Source: an optimization exercise on an open RTL-to-GDS flow (aim: small area and a short achievable clock period). Production flows keep margins and buffers that such runs may drop. No run shown here included a check of the RTL's function; only the layout flow was run. Power is estimated from default activity; no workload was simulated.

--- design.v ---
package pam4_pkg;
    typedef logic [1:0] symbol_t;
    typedef logic signed [8-1:0] sample_t;
    typedef logic signed [6-1:0] noise_t;
endpackage
`timescale 1ns/100ps
module chan_comb (
    input  logic s0,
    input  logic s1,
    input  logic p0,
    input  logic p1,
    input  logic n0,
    input  logic n1,
    input  logic n2,
    input  logic n3,
    input  logic n4,
    input  logic n5,
    output logic x0,
    output logic x1,
    output logic x2,
    output logic x3,
    output logic x4,
    output logic x5,
    output logic x6,
    output logic x7
);
    logic new_n19, new_n20, new_n21, new_n22, new_n23, new_n24, new_n25, new_n26, new_n27, new_n28, new_n29, new_n30, new_n31, new_n32, new_n33, new_n34, new_n35, new_n36, new_n38, new_n40, new_n42, new_n43, new_n44, new_n45, new_n46, new_n48, new_n49, new_n50, new_n51, new_n52, new_n53, new_n54, new_n55, new_n57, new_n58, new_n59, new_n60, new_n61, new_n62, new_n63, new_n64, new_n65, new_n66, new_n67, new_n68, new_n70, new_n71, new_n72, new_n73, new_n74, new_n75, new_n76, new_n77, new_n78, new_n79;
    assign new_n19 = ~n2 & ~n3;
    assign new_n20 = s0 & p1;
    assign new_n21 = s1 & p0;
    assign new_n22 = n4 & ~n5;
    assign new_n23 = new_n21 & new_n22;
    assign new_n24 = new_n20 & new_n23;
    assign new_n25 = ~new_n19 & new_n24;
    assign new_n26 = n2 & n3;
    assign new_n27 = ~p0 & ~new_n26;
    assign new_n28 = p0 & ~new_n19;
    assign new_n29 = ~new_n27 & ~new_n28;
    assign new_n30 = ~s0 & ~p1;
    assign new_n31 = ~s1 & new_n30;
    assign new_n32 = ~p0 & ~n4;
    assign new_n33 = n5 & new_n32;
    assign new_n34 = new_n31 & new_n33;
    assign new_n35 = ~new_n29 & new_n34;
    assign new_n36 = n0 & ~new_n35;
    assign x0 = new_n25 | new_n36;
    assign new_n38 = n1 & ~new_n35;
    assign x1 = new_n25 | new_n38;
    assign new_n40 = n2 & ~new_n24;
    assign x2 = ~new_n34 & ~new_n40;
    assign new_n42 = ~new_n19 & ~new_n26;
    assign new_n43 = p0 & ~new_n42;
    assign new_n44 = ~new_n19 & new_n27;
    assign new_n45 = ~new_n24 & ~new_n44;
    assign new_n46 = ~new_n43 & new_n45;
    assign x3 = ~new_n35 & ~new_n46;
    assign new_n48 = n4 & ~new_n29;
    assign new_n49 = ~n4 & new_n29;
    assign new_n50 = ~new_n48 & ~new_n49;
    assign new_n51 = ~new_n20 & ~new_n30;
    assign new_n52 = ~new_n24 & ~new_n51;
    assign new_n53 = ~new_n50 & ~new_n52;
    assign new_n54 = ~new_n35 & ~new_n51;
    assign new_n55 = new_n50 & new_n54;
    assign x4 = new_n53 | new_n55;
    assign new_n57 = s1 & ~new_n30;
    assign new_n58 = ~new_n31 & ~new_n57;
    assign new_n59 = ~new_n27 & ~new_n49;
    assign new_n60 = n5 & ~new_n59;
    assign new_n61 = ~n5 & new_n59;
    assign new_n62 = ~new_n60 & ~new_n61;
    assign new_n63 = ~new_n58 & new_n62;
    assign new_n64 = new_n58 & ~new_n62;
    assign new_n65 = ~new_n63 & ~new_n64;
    assign new_n66 = ~new_n24 & ~new_n55;
    assign new_n67 = new_n65 & new_n66;
    assign new_n68 = new_n55 & ~new_n65;
    assign x5 = ~new_n67 & ~new_n68;
    assign new_n70 = ~new_n51 & new_n58;
    assign new_n71 = ~new_n50 & ~new_n60;
    assign new_n72 = ~new_n61 & ~new_n71;
    assign new_n73 = ~new_n20 & ~new_n58;
    assign new_n74 = ~new_n72 & ~new_n73;
    assign new_n75 = ~new_n70 & ~new_n74;
    assign new_n76 = x5 & new_n75;
    assign new_n77 = new_n70 & ~new_n72;
    assign new_n78 = new_n72 & new_n73;
    assign new_n79 = ~new_n77 & ~new_n78;
    assign x6 = ~new_n76 & new_n79;
    assign x7 = ~new_n57 & ~new_n77;
endmodule
module isi_channel (
    input  logic                clk,
    input  logic                rstn,
    input  logic                symbol_valid,
    input  pam4_pkg::symbol_t   symbol,
    input  pam4_pkg::noise_t    noise,
    output logic                sample_valid,
    output pam4_pkg::sample_t   sample_level
);
    pam4_pkg::symbol_t prev_symbol;
    pam4_pkg::sample_t level_sat;
    chan_comb i_chan_comb (
        .s0 (symbol[0]), .s1 (symbol[1]), .p0 (prev_symbol[0]), .p1 (prev_symbol[1]),
        .n0 (noise[0]), .n1 (noise[1]), .n2 (noise[2]), .n3 (noise[3]), .n4 (noise[4]), .n5 (noise[5]),
        .x0 (level_sat[0]), .x1 (level_sat[1]), .x2 (level_sat[2]), .x3 (level_sat[3]),
        .x4 (level_sat[4]), .x5 (level_sat[5]), .x6 (level_sat[6]), .x7 (level_sat[7])
    );
    always_ff @(posedge clk) begin
        sample_valid <= rstn & symbol_valid;
        if (!rstn) begin
            prev_symbol <= 2'd1;
        end else if (symbol_valid) begin
            prev_symbol <= symbol;
        end
    end
    always_ff @(posedge clk) begin
        if (symbol_valid) begin
            sample_level <= level_sat;
        end
    end
endmodule
`timescale 1ns/100ps
module dfe_comb (
    input  logic x0,
    input  logic x1,
    input  logic x2,
    input  logic x3,
    input  logic x4,
    input  logic x5,
    input  logic x6,
    input  logic x7,
    input  logic d0,
    input  logic d1,
    output logic y0,
    output logic y1
);
    logic new_n13, new_n14, new_n15, new_n16, new_n17, new_n18, new_n19, new_n20, new_n21, new_n22, new_n23, new_n24, new_n25, new_n26, new_n27, new_n28, new_n29, new_n30, new_n31, new_n32, new_n33, new_n34, new_n35, new_n36, new_n37, new_n38, new_n39, new_n40, new_n41, new_n42, new_n43, new_n44, new_n45, new_n47;
    assign new_n13 = ~x0 & ~x1;
    assign new_n14 = x2 & ~new_n13;
    assign new_n15 = x3 & new_n14;
    assign new_n16 = ~d0 & new_n15;
    assign new_n17 = x4 & ~d0;
    assign new_n18 = ~x6 & ~new_n17;
    assign new_n19 = ~new_n16 & new_n18;
    assign new_n20 = ~x3 & d0;
    assign new_n21 = ~new_n14 & new_n20;
    assign new_n22 = ~x4 & new_n21;
    assign new_n23 = x5 & ~new_n22;
    assign new_n24 = new_n19 & ~new_n23;
    assign new_n25 = d1 & new_n24;
    assign new_n26 = ~x4 & d0;
    assign new_n27 = x6 & ~new_n26;
    assign new_n28 = ~new_n21 & new_n27;
    assign new_n29 = d1 & ~new_n28;
    assign new_n30 = ~new_n24 & ~new_n29;
    assign new_n31 = new_n15 & new_n17;
    assign new_n32 = ~x6 & ~new_n31;
    assign new_n33 = x5 & ~new_n32;
    assign new_n34 = ~new_n30 & ~new_n33;
    assign new_n35 = ~new_n25 & new_n34;
    assign new_n36 = ~x7 & ~new_n35;
    assign new_n37 = ~x5 & ~new_n31;
    assign new_n38 = new_n28 & ~new_n37;
    assign new_n39 = d1 & ~new_n38;
    assign new_n40 = ~d1 & new_n38;
    assign new_n41 = x6 & ~new_n22;
    assign new_n42 = ~x5 & ~new_n41;
    assign new_n43 = ~new_n19 & ~new_n42;
    assign new_n44 = ~new_n40 & new_n43;
    assign new_n45 = ~new_n39 & new_n44;
    assign y0 = new_n36 | new_n45;
    assign new_n47 = x7 & ~new_n40;
    assign y1 = ~new_n25 & ~new_n47;
endmodule
module dfe_detector (
    input  logic                clk,
    input  logic                rstn,
    input  logic                sample_valid,
    input  pam4_pkg::sample_t   sample_level,
    output logic                decision_valid,
    output pam4_pkg::symbol_t   decision_symbol
);
    logic [1:0] dec;
    dfe_comb i_dfe_comb (
        .x0 (sample_level[0]), .x1 (sample_level[1]), .x2 (sample_level[2]), .x3 (sample_level[3]),
        .x4 (sample_level[4]), .x5 (sample_level[5]), .x6 (sample_level[6]), .x7 (sample_level[7]),
        .d0 (decision_symbol[0]), .d1 (decision_symbol[1]),
        .y0 (dec[0]), .y1 (dec[1])
    );
    always_ff @(posedge clk) begin
        decision_valid <= rstn & sample_valid;
        if (!rstn) begin
            decision_symbol <= 2'd1;
        end else if (sample_valid) begin
            decision_symbol <= dec;
        end
    end
endmodule
`timescale 1ns/100ps
module pam4_link (
    input  logic        clk,
    input  logic        rstn,
    input  logic        symbol_valid,
    input  logic [1:0]  symbol,
    input  logic [5:0]  noise,
    output logic        sample_valid,
    output logic [7:0]  sample_level,
    output logic        decision_valid,
    output logic [1:0]  decision_symbol
);
    isi_channel i_isi_channel (
        .clk          (clk),
        .rstn         (rstn),
        .symbol_valid (symbol_valid),
        .symbol       (symbol),
        .noise        (noise),
        .sample_valid (sample_valid),
        .sample_level (sample_level)
    );
    dfe_detector i_dfe_detector (
        .clk             (clk),
        .rstn            (rstn),
        .sample_valid    (sample_valid),
        .sample_level    (sample_level),
        .decision_valid  (decision_valid),
        .decision_symbol (decision_symbol)
    );
endmodule
--- flow/run.sh ---
#!/bin/bash
# Own layout flow: the standard flow (standard.sh), run whole, with these changes.
#  1. Synthesis is the standard script (synth_recipe.tcl) except for its technology-mapping
#     abc call, which runs flow/map.abc (strash; dch; map -D 900) instead of ORFS's abc script.
#     Registers, their names and cells, flattening and renaming are the standard synthesis's.
#  2. No half/full adder cell extraction (ADDER_MAP_FILE empty): abc maps all the logic.
#  3. Port buffers are buf_1 cells rather than the delay cells buffer_ports picks by default.
#  4. CTS without dummy loads (-dont_use_dummy_load); otherwise ORFS's default CTS arguments.
#  5. repair_timing aims for a setup margin of 9.1 ns (SETUP_SLACK_MARGIN), so it also sizes
#     up the few gates on the slowest input-to-register paths. The SDC and clock period are
#     the standard flow's, unchanged.
# The make output goes to make_finish.log; ORFS keeps each tool's own log under orfs/logs.
set -euo pipefail
WORK=$(pwd)
FLOWDIR=$(cd "$(dirname "${BASH_SOURCE[0]}")" && pwd)
export OWN_ABC_SCRIPT=$FLOWDIR/map.abc
{
  echo 'proc abc {args} {'
  echo '  set i [lsearch -exact $args -script]'
  echo '  if {$i >= 0} { lset args [expr {$i + 1}] $::env(OWN_ABC_SCRIPT) }'
  echo '  yosys abc {*}$args'
  echo '}'
  cat "$WORK/synth_recipe.tcl"
} > "$WORK/own_synth.tcl"
export CTS_ARGS="-sink_clustering_enable -repair_clock_nets -dont_use_dummy_load"
export BUFFER_PORTS_ARGS="-inputs -outputs -buffer_cell sky130_fd_sc_hd__buf_1"
bash standard.sh SYNTH_SCRIPT="$WORK/own_synth.tcl" ADDER_MAP_FILE= SETUP_SLACK_MARGIN=9.1 finish > make_finish.log 2>&1
--- flow/map.abc ---
strash
dch
map -D 900
topo
--- standard.sh ---
#!/bin/bash
# synth_recipe.tcl (not shown) runs the flow's synth.tcl, then flattens the netlist and writes it again
# the make line also repeats each setting of config.mk as NAME=value (left out here)
make -C /OpenROAD-flow-scripts/flow DESIGN_CONFIG=/design/flow/config.mk WORK_HOME=/design/flow/orfs CLKGATE_MAP_FILE= SYNTH_SCRIPT=/design/flow/synth_recipe.tcl "${@:-finish}"
--- config.mk ---
export PLATFORM = sky130hd
export DESIGN_NAME = pam4_link
export DESIGN_NICKNAME = pam4_link
export VERILOG_FILES = /design/flow/design.v
export SDC_FILE = /design/flow/constraint.sdc
export NUM_CORES = 4
export LEC_CHECK = 0
export CAP_MARGIN = 20
export CORE_AREA = 2.5 2.5 62.5 62.5
export DIE_AREA = 0 0 65 65
export SLEW_MARGIN = 20
--- constraint.sdc ---
create_clock -name core_clock -period 13.0 [get_ports {clk}]
set_input_delay 2.6000 -clock core_clock [delete_from_list [all_inputs] [get_ports {clk}]]
set_output_delay 2.6000 -clock core_clock [all_outputs]
set_load 0.01 [all_outputs]
==> results by group, run 1 <==
Cells and area
  – Layout area overhead: 12.19%
  – Fillcell total: 384
  – Final Util: 30.56%
  – Antenna cell count: 0
  – Multi-input logic area: 425.4 um^2
  – Final cell count without fillers: 193
  – Nets: 160
  – Register area: 360.3 um^2
  – Layout cells sized above 1: 7.483%
  – Finished Cell Area: 1036 um^2

Drt
  – Initial DRC count: 25
  – DRT antenna net count: 0
  – DRC errors left: 0
  – Vias: 863
  – Final WL: 1.876 mm
  – Vias per Instance: 4.472
  – First drt pass iteration count: 4
  – Wire length per cell: 9.720 um

Clocking
  – CTS Root Cell: clkbuf_4
  – Clock slew at reported path FFs: 80 ps
  – Hold_buf cts: 0
  – Worst skew pair latency: 270 ps
  – TritonCTS buffer count: 3
  – H-tree depth: 1
  – CTS tree: done
  – Longest Clk Path Bufs: 2
  – Clock sinks: 14

Hold path
  – Hold endpoint: i_dfe_detector.decision_valid
  – Worst Min Path Start: i_isi_channel.sample_valid
  – Hold Path Stages: 2
  – HP Class: flip-flop to flip-flop

STA
  – Worst-Margin Slew: 637.8 ps
  – Post-route clock period utilization: 29.03%
  – Setup TNS: 0 ps
  – F_max: 0.2650 GHz
  – Rel. slew slack: 57.48%
  – Final hold viol count: 0
  – Slew Viols, Final: 0
  – Clock period minus final worst setup slack: 3774 ps
  – Final setup fails: 0
  – RSZ-0062 raised after global routing: true
  – Worst Skew: 9.340 ps

Worst setup path
  – Flop2flop setup slack: 11,190 ps
  – Startpoint Class: primary input
  – Crit. End Element: flip-flop
  – Max FO, Critical Path: 5
  – WP data required: 13,020 ps
  – R2R Path Start: i_isi_channel.prev_symbol[0]
  – FF-to-FF path depth: 7
  – Reg2reg end: i_isi_channel.sample_level[5]
  – Crit path kind: primary input to flip-flop
  – Critical path data arrival time: 3800 ps

Floorplanning
  – Die Ht: 65 um
  – Starting Density: 27.24%
  – Die ar.: 4225 um^2
  – Num rows: 21
  – Io pins: 23
  – Die X: 65 um
  – Core ar.: 3390 um^2

Yosys
  – Ranking of synthesized cells by area: edfxtp_1 (26%), dfxtp_1 (13%), clkinv_1 (9.3%)
  – Synth Instances: 132
  – Synth area leader: edfxtp_1
  – Count leader, synth: clkinv_1
  – Top post-synthesis cells by count: clkinv_1 (23), nand2_1 (19), o21ai_0 (16)
  – Post-synth EDFFs: 8
  – Synth unique cells: 17
  – Area share of the largest cell type after synthesis: 26.02%
  – Ys async rst share: 0%
  – Synth Register Bits: 14
  – Sequential fraction of the synthesis area: 39.02%
  – Synth Warn #: 2
  – Avg Cell Area, Syn: 6.995 um^2
  – Mapped Area: 923.4 um^2
  – Main synth FF type: edfxtp_1
  – Post-Syn Nets: 143

Global route
  – Initial antenna violation count: 0
  – GRT overflow: 0
  – Vias in the first global route: 742
  – Global-route wire length before repair: 3.049 mm
  – GRT Util Overall: 9.104%
  – Largest net degree at the start of global routing: 14

Placement
  – IO buf count: 22
  – Post-DP Area: 993.5 um^2
  – Gpl congestion: 0.8961
  – Final HPWL DP: 1.560 mm
  – Cells after DPL: 190

Power
  – Pwr Total: 104.6 uW
  – Max rail drop VDD: 0.01787 mV
  – Leak Pwr: 0.3598 nW
  – Cell Pwr Density: 100.9 nW/um^2

Flow run
  – Max Cap Viol: 0

Status
  – Outcome: no timing/DRC/antenna violations
-- stage by stage --
step / hold WS [ps] / setup WS (ps)
finish: 490.0 / 9226
global route: 553.7 / 9087
CTS: 497.7 / 9150
detailed placement: 484.4 / 8870
floorplan: 494.0 / 9181
global placement: 472.9 / 8886
-- where the power goes --
| group | switching (mW) | internal [mW] |
|---|---|---|
| sequential | 0.00325 | 0.0513 |
| clock | 0.0121 | 0.0107 |
| combinational | 0.0174 | 0.00977 |
| total | 0.0328 | 0.0718 |
-- layout by cell type (no fill, tap or decap), types with 2 or more instances in the layout --
cell type  synthesis  final
o22ai_1            3      3
edfxtp_1           8      8
a31oi_1            2      2
a21oi_1           11     11
dfxtp_1            6      6
buf_1              0     21
clkinv_1          23     23
nand3_1            9      9
nor2_2             0      3
nand4_1            2      2
nor2_1            15     12
nor3_1             4      2
nand2_1           19     19
clkbuf_4           0      3
o21ai_0           16     16
-- per-layer routing --
| layer | part of all wire, % | global-route usage [%] |
|---|---|---|
| met4 | 1.7 | 4.787 |
| met2 | 48 | 15.46 |
| met1 | 47 | 11.55 |
| met3 | 3.6 | 0.5208 |
| met5 | 0 | 0 |
-- worst max-delay path by stage --
stage / start / endpoint
floorplan: symbol[0] / i_isi_channel.sample_level[5]
global placement: noise[2] / i_isi_channel.sample_level[5]
detailed placement: noise[2] / i_isi_channel.sample_level[5]
CTS: noise[2] / i_isi_channel.sample_level[5]
global route: noise[2] / i_isi_channel.sample_level[5]
finish: noise[2] / i_isi_channel.sample_level[5]
-- registers in the layout, indices dropped and copies added, names as in the netlist --
signal / cells
i_dfe_detector.decision_valid: 1
i_isi_channel.prev_symbol: 2
i_dfe_detector.decision_symbol: 2
i_isi_channel.sample_valid: 1
i_isi_channel.sample_level: 8
-- cells by family after synthesis --
kind of cell / synth area share, %
simple gates: 24.53
buf+inv: 17.48
flops: 39.02
compound gates: 18.97
-- layout make-up --
cell class	instances	area share, %
clock buffer	3	2.174
inverter	23	8.333
multi-input combinational	85	41.06
sequential	14	34.78
tap	46	5.556
timing repair buffer	22	8.092
-- what timing repair did --
| item | CTS | global route |
|---|---|---|
| setup buffers | 0 | 0 |
| setup endpoints to repair | 0 | 1 |
| endpoints found under the hold margin | 0 | 0 |
| gates resized for setup | 0 | 6 |
-- critical path: stages --
cell      delay (ps)
clkbuf_2         120
nor2_1           230
nor2_1            90
o22ai_1          150
or2_2            180
nand2_1           70
nand2_1           60
nand4_1           90
and2_2           200
==> run 2: changes to the inputs <==
--- a/design.v
+++ b/design.v
@@ -26,66 +26,105 @@
 );
-    logic new_n19, new_n20, new_n21, new_n22, new_n23, new_n24, new_n25, new_n26, new_n27, new_n28, new_n29, new_n30, new_n31, new_n32, new_n33, new_n34, new_n35, new_n36, new_n38, new_n40, new_n42, new_n43, new_n44, new_n45, new_n46, new_n48, new_n49, new_n50, new_n51, new_n52, new_n53, new_n54, new_n55, new_n57, new_n58, new_n59, new_n60, new_n61, new_n62, new_n63, new_n64, new_n65, new_n66, new_n67, new_n68, new_n70, new_n71, new_n72, new_n73, new_n74, new_n75, new_n76, new_n77, new_n78, new_n79;
-    assign new_n19 = ~n2 & ~n3;
-    assign new_n20 = s0 & p1;
-    assign new_n21 = s1 & p0;
-    assign new_n22 = n4 & ~n5;
-    assign new_n23 = new_n21 & new_n22;
+    logic new_n19, new_n20, new_n21, new_n22, new_n23, new_n24, new_n25, new_n26, new_n27, new_n28, new_n29, new_n30, new_n31, new_n32, new_n33, new_n35, new_n37, new_n38, new_n39, new_n40, new_n41, new_n42, new_n43, new_n44, new_n46, new_n47, new_n48, new_n50, new_n51, new_n52, new_n53, new_n54, new_n55, new_n56, new_n57, new_n58, new_n59, new_n60, new_n62, new_n63, new_n64, new_n65, new_n66, new_n67, new_n68, new_n69, new_n70, new_n71, new_n72, new_n73, new_n74, new_n75, new_n76, new_n77, new_n78, new_n79, new_n80, new_n81, new_n82, new_n83, new_n84, new_n85, new_n86, new_n87, new_n88, new_n89, new_n90, new_n91, new_n92, new_n93, new_n94, new_n95, new_n97, new_n98, new_n99, new_n100, new_n101, new_n102, new_n103, new_n104, new_n105, new_n106, new_n107, new_n108, new_n109, new_n110, new_n111, new_n112, new_n113, new_n114, new_n116, new_n117, new_n118, new_n119;
+    assign new_n19 = ~s1 & n5;
+    assign new_n20 = ~s0 & ~p1;
+    assign new_n21 = n2 & n3;
+    assign new_n22 = ~p0 & ~new_n21;
+    assign new_n23 = ~n4 & new_n22;
     assign new_n24 = new_n20 & new_n23;
-    assign new_n25 = ~new_n19 & new_n24;
-    assign new_n26 = n2 & n3;
-    assign new_n27 = ~p0 & ~new_n26;
-    assign new_n28 = p0 & ~new_n19;
-    assign new_n29 = ~new_n27 & ~new_n28;
-    assign new_n30 = ~s0 & ~p1;
-    assign new_n31 = ~s1 & new_n30;
-    assign new_n32 = ~p0 & ~n4;
-    assign new_n33 = n5 & new_n32;
-    assign new_n34 = new_n31 & new_n33;
-    assign new_n35 = ~new_n29 & new_n34;
-    assign new_n36 = n0 & ~new_n35;
-    assign x0 = new_n25 | new_n36;
-    assign new_n38 = n1 & ~new_n35;
-    assign x1 = new_n25 | new_n38;
-    assign new_n40 = n2 & ~new_n24;
-    assign x2 = ~new_n34 & ~new_n40;
-    assign new_n42 = ~new_n19 & ~new_n26;
-    assign new_n43 = p0 & ~new_n42;
-    assign new_n44 = ~new_n19 & new_n27;
-    assign new_n45 = ~new_n24 & ~new_n44;
-    assign new_n46 = ~new_n43 & new_n45;
-    assign x3 = ~new_n35 & ~new_n46;
-    assign new_n48 = n4 & ~new_n29;
-    assign new_n49 = ~n4 & new_n29;
-    assign new_n50 = ~new_n48 & ~new_n49;
-    assign new_n51 = ~new_n20 & ~new_n30;
-    assign new_n52 = ~new_n24 & ~new_n51;
-    assign new_n53 = ~new_n50 & ~new_n52;
-    assign new_n54 = ~new_n35 & ~new_n51;
-    assign new_n55 = new_n50 & new_n54;
-    assign x4 = new_n53 | new_n55;
-    assign new_n57 = s1 & ~new_n30;
-    assign new_n58 = ~new_n31 & ~new_n57;
-    assign new_n59 = ~new_n27 & ~new_n49;
-    assign new_n60 = n5 & ~new_n59;
-    assign new_n61 = ~n5 & new_n59;
-    assign new_n62 = ~new_n60 & ~new_n61;
-    assign new_n63 = ~new_n58 & new_n62;
-    assign new_n64 = new_n58 & ~new_n62;
-    assign new_n65 = ~new_n63 & ~new_n64;
-    assign new_n66 = ~new_n24 & ~new_n55;
-    assign new_n67 = new_n65 & new_n66;
-    assign new_n68 = new_n55 & ~new_n65;
-    assign x5 = ~new_n67 & ~new_n68;
-    assign new_n70 = ~new_n51 & new_n58;
-    assign new_n71 = ~new_n50 & ~new_n60;
-    assign new_n72 = ~new_n61 & ~new_n71;
-    assign new_n73 = ~new_n20 & ~new_n58;
-    assign new_n74 = ~new_n72 & ~new_n73;
-    assign new_n75 = ~new_n70 & ~new_n74;
-    assign new_n76 = x5 & new_n75;
-    assign new_n77 = new_n70 & ~new_n72;
-    assign new_n78 = new_n72 & new_n73;
-    assign new_n79 = ~new_n77 & ~new_n78;
-    assign x6 = ~new_n76 & new_n79;
-    assign x7 = ~new_n57 & ~new_n77;
+    assign new_n25 = new_n19 & new_n24;
+    assign new_n26 = n0 & ~new_n25;
+    assign new_n27 = ~n2 & ~n3;
+    assign new_n28 = p0 & ~new_n27;
+    assign new_n29 = n4 & new_n28;
+    assign new_n30 = s1 & ~n5;
+    assign new_n31 = s0 & p1;
+    assign new_n32 = new_n30 & new_n31;
+    assign new_n33 = new_n29 & new_n32;
+    assign x0 = new_n26 | new_n33;
+    assign new_n35 = n1 & ~new_n25;
+    assign x1 = new_n33 | new_n35;
+    assign new_n37 = n4 & new_n32;
+    assign new_n38 = n2 & ~new_n37;
+    assign new_n39 = p0 & ~new_n38;
+    assign new_n40 = ~n4 & new_n19;
+    assign new_n41 = new_n20 & new_n40;
+    assign new_n42 = ~p0 & ~new_n41;
+    assign new_n43 = ~new_n37 & ~new_n42;
+    assign new_n44 = ~n2 & ~new_n43;
+    assign x2 = new_n39 | new_n44;
+    assign new_n46 = ~new_n21 & ~new_n27;
+    assign new_n47 = p0 & ~new_n46;
+    assign new_n48 = ~new_n43 & new_n46;
+    assign x3 = new_n47 | new_n48;
+    assign new_n50 = p1 & new_n30;
+    assign new_n51 = new_n29 & new_n50;
+    assign new_n52 = ~new_n20 & ~new_n31;
+    assign new_n53 = ~new_n22 & ~new_n28;
+    assign new_n54 = ~n4 & new_n53;
+    assign new_n55 = n4 & ~new_n53;
+    assign new_n56 = ~new_n54 & ~new_n55;
+    assign new_n57 = new_n52 & ~new_n56;
+    assign new_n58 = ~new_n25 & ~new_n52;
+    assign new_n59 = new_n56 & new_n58;
+    assign new_n60 = ~new_n51 & ~new_n57;
+    assign x4 = new_n59 | ~new_n60;
+    assign new_n62 = ~new_n19 & ~new_n30;
+    assign new_n63 = new_n20 & new_n62;
+    assign new_n64 = ~new_n23 & ~new_n28;
+    assign new_n65 = new_n63 & new_n64;
+    assign new_n66 = p1 & new_n40;
+    assign new_n67 = ~s1 & new_n52;
+    assign new_n68 = ~new_n20 & new_n30;
+    assign new_n69 = ~new_n66 & ~new_n68;
+    assign new_n70 = ~new_n67 & new_n69;
+    assign new_n71 = new_n28 & ~new_n70;
+    assign new_n72 = n5 & new_n28;
+    assign new_n73 = ~new_n22 & ~new_n62;
+    assign new_n74 = ~new_n72 & new_n73;
+    assign new_n75 = ~new_n71 & ~new_n74;
+    assign new_n76 = new_n31 & ~new_n75;
+    assign new_n77 = ~new_n20 & ~new_n62;
+    assign new_n78 = new_n54 & new_n77;
+    assign new_n79 = n4 & ~new_n20;
+    assign new_n80 = ~new_n67 & ~new_n79;
+    assign new_n81 = new_n22 & ~new_n62;
+    assign new_n82 = ~new_n80 & new_n81;
+    assign new_n83 = new_n29 & ~new_n63;
+    assign new_n84 = ~new_n77 & new_n83;
+    assign new_n85 = ~new_n31 & new_n62;
+    assign new_n86 = ~new_n19 & ~new_n32;
+    assign new_n87 = new_n23 & new_n86;
+    assign new_n88 = ~new_n85 & new_n87;
+    assign new_n89 = ~new_n22 & new_n85;
+    assign new_n90 = new_n56 & new_n89;
+    assign new_n91 = ~new_n65 & ~new_n78;
+    assign new_n92 = ~new_n82 & ~new_n84;
+    assign new_n93 = ~new_n88 & new_n92;
+    assign new_n94 = ~new_n90 & new_n91;
+    assign new_n95 = new_n93 & new_n94;
+    assign x5 = new_n76 | ~new_n95;
+    assign new_n97 = s1 & n5;
+    assign new_n98 = new_n23 & ~new_n97;
+    assign new_n99 = n5 & new_n64;
+    assign new_n100 = ~new_n98 & ~new_n99;
+    assign new_n101 = new_n31 & ~new_n100;
+    assign new_n102 = ~new_n23 & new_n31;
+    assign new_n103 = new_n20 & ~new_n29;
+    assign new_n104 = n5 & new_n103;
+    assign new_n105 = ~new_n24 & ~new_n102;
+    assign new_n106 = ~new_n104 & new_n105;
+    assign new_n107 = s1 & ~new_n106;
+    assign new_n108 = ~s1 & ~new_n31;
+    assign new_n109 = new_n62 & new_n108;
+    assign new_n110 = ~new_n103 & new_n109;
+    assign new_n111 = new_n74 & new_n79;
+    assign new_n112 = ~new_n110 & ~new_n111;
+    assign new_n113 = ~new_n71 & new_n112;
+    assign new_n114 = ~new_n101 & new_n113;
+    assign x6 = new_n107 | ~new_n114;
+    assign new_n116 = s1 & ~new_n20;
+    assign new_n117 = ~n5 & ~new_n23;
+    assign new_n118 = ~new_n29 & ~new_n116;
+    assign new_n119 = ~new_n117 & new_n118;
+    assign x7 = new_n108 | new_n119;
 endmodule
==> results by group, run 2 <==
STA
  – F_max: 0.2662 GHz
  – Slew Viols, Final: 0
  – Final Worst Setup Slack: 9244 ps
  – Final hold viol count: 0
  – Worst-Margin Slew: 601.0 ps
  – Setup TNS: 0 ps
  – Clock period minus final worst setup slack: 3756 ps
  – WHS: 502.5 ps
  – Rel. slew slack: 59.93%
  – RSZ-0062 raised after global routing: true
  – Post-route clock period utilization: 28.89%
  – Final setup fails: 0
  – Worst Skew: 0.9902 ps

Global route
  – GRT Util Overall: 11.50%
  – GRT overflow: 0
  – Global-route wire length before repair: 3.760 mm
  – Initial antenna violation count: 0
  – Largest net degree at the start of global routing: 14
  – Vias in the first global route: 927

Status
  – Outcome: no timing/DRC/antenna violations

Cells and area
  – Layout area overhead: 10.58%
  – Fillcell total: 362
  – Largest register FFs: 8
  – Commonest non-fill, non-tap cell in the layout: clkinv_1
  – Layout cells sized above 1: 5.696%
  – Final Util: 32.41%
  – Antenna cell count: 0
  – Largest Register: i_isi_channel.sample_level
  – Most frequent cells in the layout: clkinv_1 (24), buf_1 (22), nor2_1 (20)
  – Largest registers: i_isi_channel.sample_level x8, i_dfe_detector.decision_symbol x2, i_isi_channel.prev_symbol x2
  – Nets: 171
  – Finished Cell Area: 1099 um^2

Flow run
  – Max Cap Viol: 0

Clocking
  – Clock slew at reported path FFs: 70 ps
  – TritonCTS buffer count: 3
  – Clock sinks: 14
  – Worst skew pair latency: 270 ps
  – Hold_buf cts: 0
  – Post-CTS Setup Bufs: 0
  – Longest Clk Path Bufs: 2
  – CTS tree: done
  – CTS Root Cell: clkbuf_4
  – H-tree depth: 1

Power
  – Cell Pwr Density: 94.41 nW/um^2
  – Switching Share: 31.43%
  – P_sw: 32.60 uW
  – Leak Pwr: 0.3592 nW
  – P_int: 71.12 uW
  – Max rail drop VDD: 0.02192 mV
  – Clock power frac: 22.0%
  – Comb power frac: 25.7%
  – Reg power frac: 52.3%

Yosys
  – Synth unique cells: 21
  – Post-Syn Nets: 154
  – Ys async rst share: 0%
  – Main synth FF type: edfxtp_1
  – Synth Warn #: 2
  – Top post-synthesis cells by count: clkinv_1 (24), nor2_1 (23), nand2_1 (18)
  – Synth Register Bits: 14
  – Count leader, synth: clkinv_1
  – Synth area leader: edfxtp_1
  – Area share of the largest cell type after synthesis: 24.18%
  – Synth Instances: 143
  – Mapped Area: 993.5 um^2
  – Post-synth EDFFs: 8
  – Ranking of synthesized cells by area: edfxtp_1 (24%), dfxtp_1 (12%), clkinv_1 (9.1%)
  – Avg Cell Area, Syn: 6.947 um^2
  – Sequential fraction of the synthesis area: 36.27%

Floorplanning
  – Die X: 65 um
  – Die ar.: 4225 um^2
  – Die Ht: 65 um
  – Num rows: 21
  – Starting Density: 29.31%
  – Io pins: 23
  – Core ar.: 3390 um^2

Drt
  – Initial DRC count: 33
  – Vias: 981
  – Wire length per cell: 10.37 um
  – DRC errors left: 0
  – DRT antenna net count: 0
  – Final WL: 2.115 mm
  – First drt pass iteration count: 4
  – Vias per Instance: 4.809

Worst setup path
  – WP data required: 13,130 ps
  – Sequence of cells on the critical path: buf_1 -> clkinv_1 -> nor2_1 -> o21ai_0 -> o32a_2 -> nand4_1
  – CP max-delay cell: o32a_2
  – Startpoint Class: primary input
  – Max FO, Critical Path: 5
  – CP max stage delay: 390 ps
  – Crit. End Element: flip-flop
  – Crit path kind: primary input to flip-flop
  – Critical path data arrival time: 3890 ps

Placement
  – IO buf count: 22
  – Post-DP Area: 1059 um^2
  – Gpl congestion: 0.9653
  – Pre-CTS WS: 8799 ps
  – Final HPWL DP: 1.772 mm

Hold path
  – HP Class: flip-flop to flip-flop
-- run 2: cell types whose count changed in the layout (fill, tap and decap cells not counted), sizes merged, moves of 2 or more --
cell	before	now
nor2	15	23
a211oi	0	2
o22ai	3	1
o211ai	0	2
a22oi	0	2
-- run 2: path summary, 6_finish.rpt --
| path | slack (ps) | cells after the start | from | to |
|---|---|---|---|---|
| max | 9240 | 6 | symbol[1] | i_isi_channel.sample_level[5] |
| min | 500 | 2 | i_isi_channel.sample_valid | i_dfe_detector.decision_symbol[1] |
| max reg2reg | 11320 | 7 | i_isi_channel.prev_symbol[1] | i_isi_channel.sample_level[5] |
| min reg2reg | 500 | 2 | i_isi_channel.sample_valid | i_dfe_detector.decision_symbol[1] |
-- run 2: power by group through the flow --
stage	sequential [mW]	combinational, mW	clock [mW]
detailed placement	0.0553	0.0261	0
finish	0.0542	0.0266	0.0229
global placement	0.0552	0.0266	0
floorplan	0.0546	0.0215	0
global route	0.0549	0.0311	0.0266
CTS	0.0543	0.0263	0.0242
-- run 2: repair_timing --
action | in CTS | in global routing
endpoints found under the hold margin | 0 | 0
endpoints found under the setup margin | 1 | 7
gates resized for setup | 1 | 4
gates cloned | 0 | 0
-- run 2: cells by family after synthesis --
group,share of synthesized area [%]
AOI/OAI and AO/OA,23.17
xor gates and xnor gates,0.8818
buffers and inverters,16.62
DFF,36.27
and+or+nand+nor,23.05
-- run 2: cell type report --
cell class | instances | area, um^2 | area share, %
Tap cell | 46 | 57.56 | 5.239
Inverter | 24 | 90.09 | 8.200
Sequential cell | 14 | 360.3 | 32.80
Multi-Input combinational cell | 95 | 485.5 | 44.19
Clock buffer | 3 | 22.52 | 2.050
Timing Repair Buffer | 22 | 82.58 | 7.517
-- run 2: critical path: cells and delay by family --
family / cells / cell delay, ps
buffers and inverters: 2 / 380
and+or+nand+nor: 2 / 320
AOI/OAI and AO/OA: 2 / 580
-- run 2: routing by layer --
metal | vias to the layer above | GRT usage [%] | share of wire, %
met5 | - | 0 | 0
met4 | 0 | 6.383 | 1.2
met3 | 2 | 1.736 | 5.6
met2 | 27 | 20.62 | 48
met1 | 435 | 12.89 | 45
li1 | 517 | - | -
-- run 2: through the flow --
| stage | total power [mW] | std cells |
|---|---|---|
| 2_1_floorplan | 0.07613 | 143 |
| 3_3_place_gp | 0.08181 | 201 |
| 3_5_place_dp | 0.08145 | 201 |
| 4_1_cts | 0.1048 | 204 |
| 5_1_grt | 0.1126 | 204 |
| 6_report | 0.1037 | 204 |

## what the ideal ports hide
The flow's constraints put no driver on any port. The routed layouts listed below were extracted and timed again, unchanged, in two steps.
Step 1 (the two cells are an assumption about what drives the block):
set clk [get_ports {clk}]
set_driving_cell -lib_cell sky130_fd_sc_hd__clkbuf_16 $clk
set_driving_cell -lib_cell sky130_fd_sc_hd__buf_2 [delete_from_list [all_inputs] $clk]
Step 2 also shifts input and output timing later by t, the mid clock arrival at the registers, as if the neighbouring blocks saw the same clock.
Three values: ideal, step 1, step 2; two values: the first two.
run | shift t [ns] | slack for setup (ns) | hold WS [ns] | worst register clock-pin slew, ns | worst slew at a driven data input, ns
run 1 | 0.285 | 9.226 / 9.225 / 8.940 | 0.490 / 0.490 / 0.490 | 0.08 / 0.08 | 0.03
run 2 | 0.289 | 9.244 / 9.243 / 8.954 | 0.503 / 0.503 / 0.503 | 0.07 / 0.07 | 0.03
After both steps setup and hold are still met in every run listed. For run 2, which loses most, drivers alone change the setup slack by -0.001 ns; drivers and shift together by -0.290 ns.
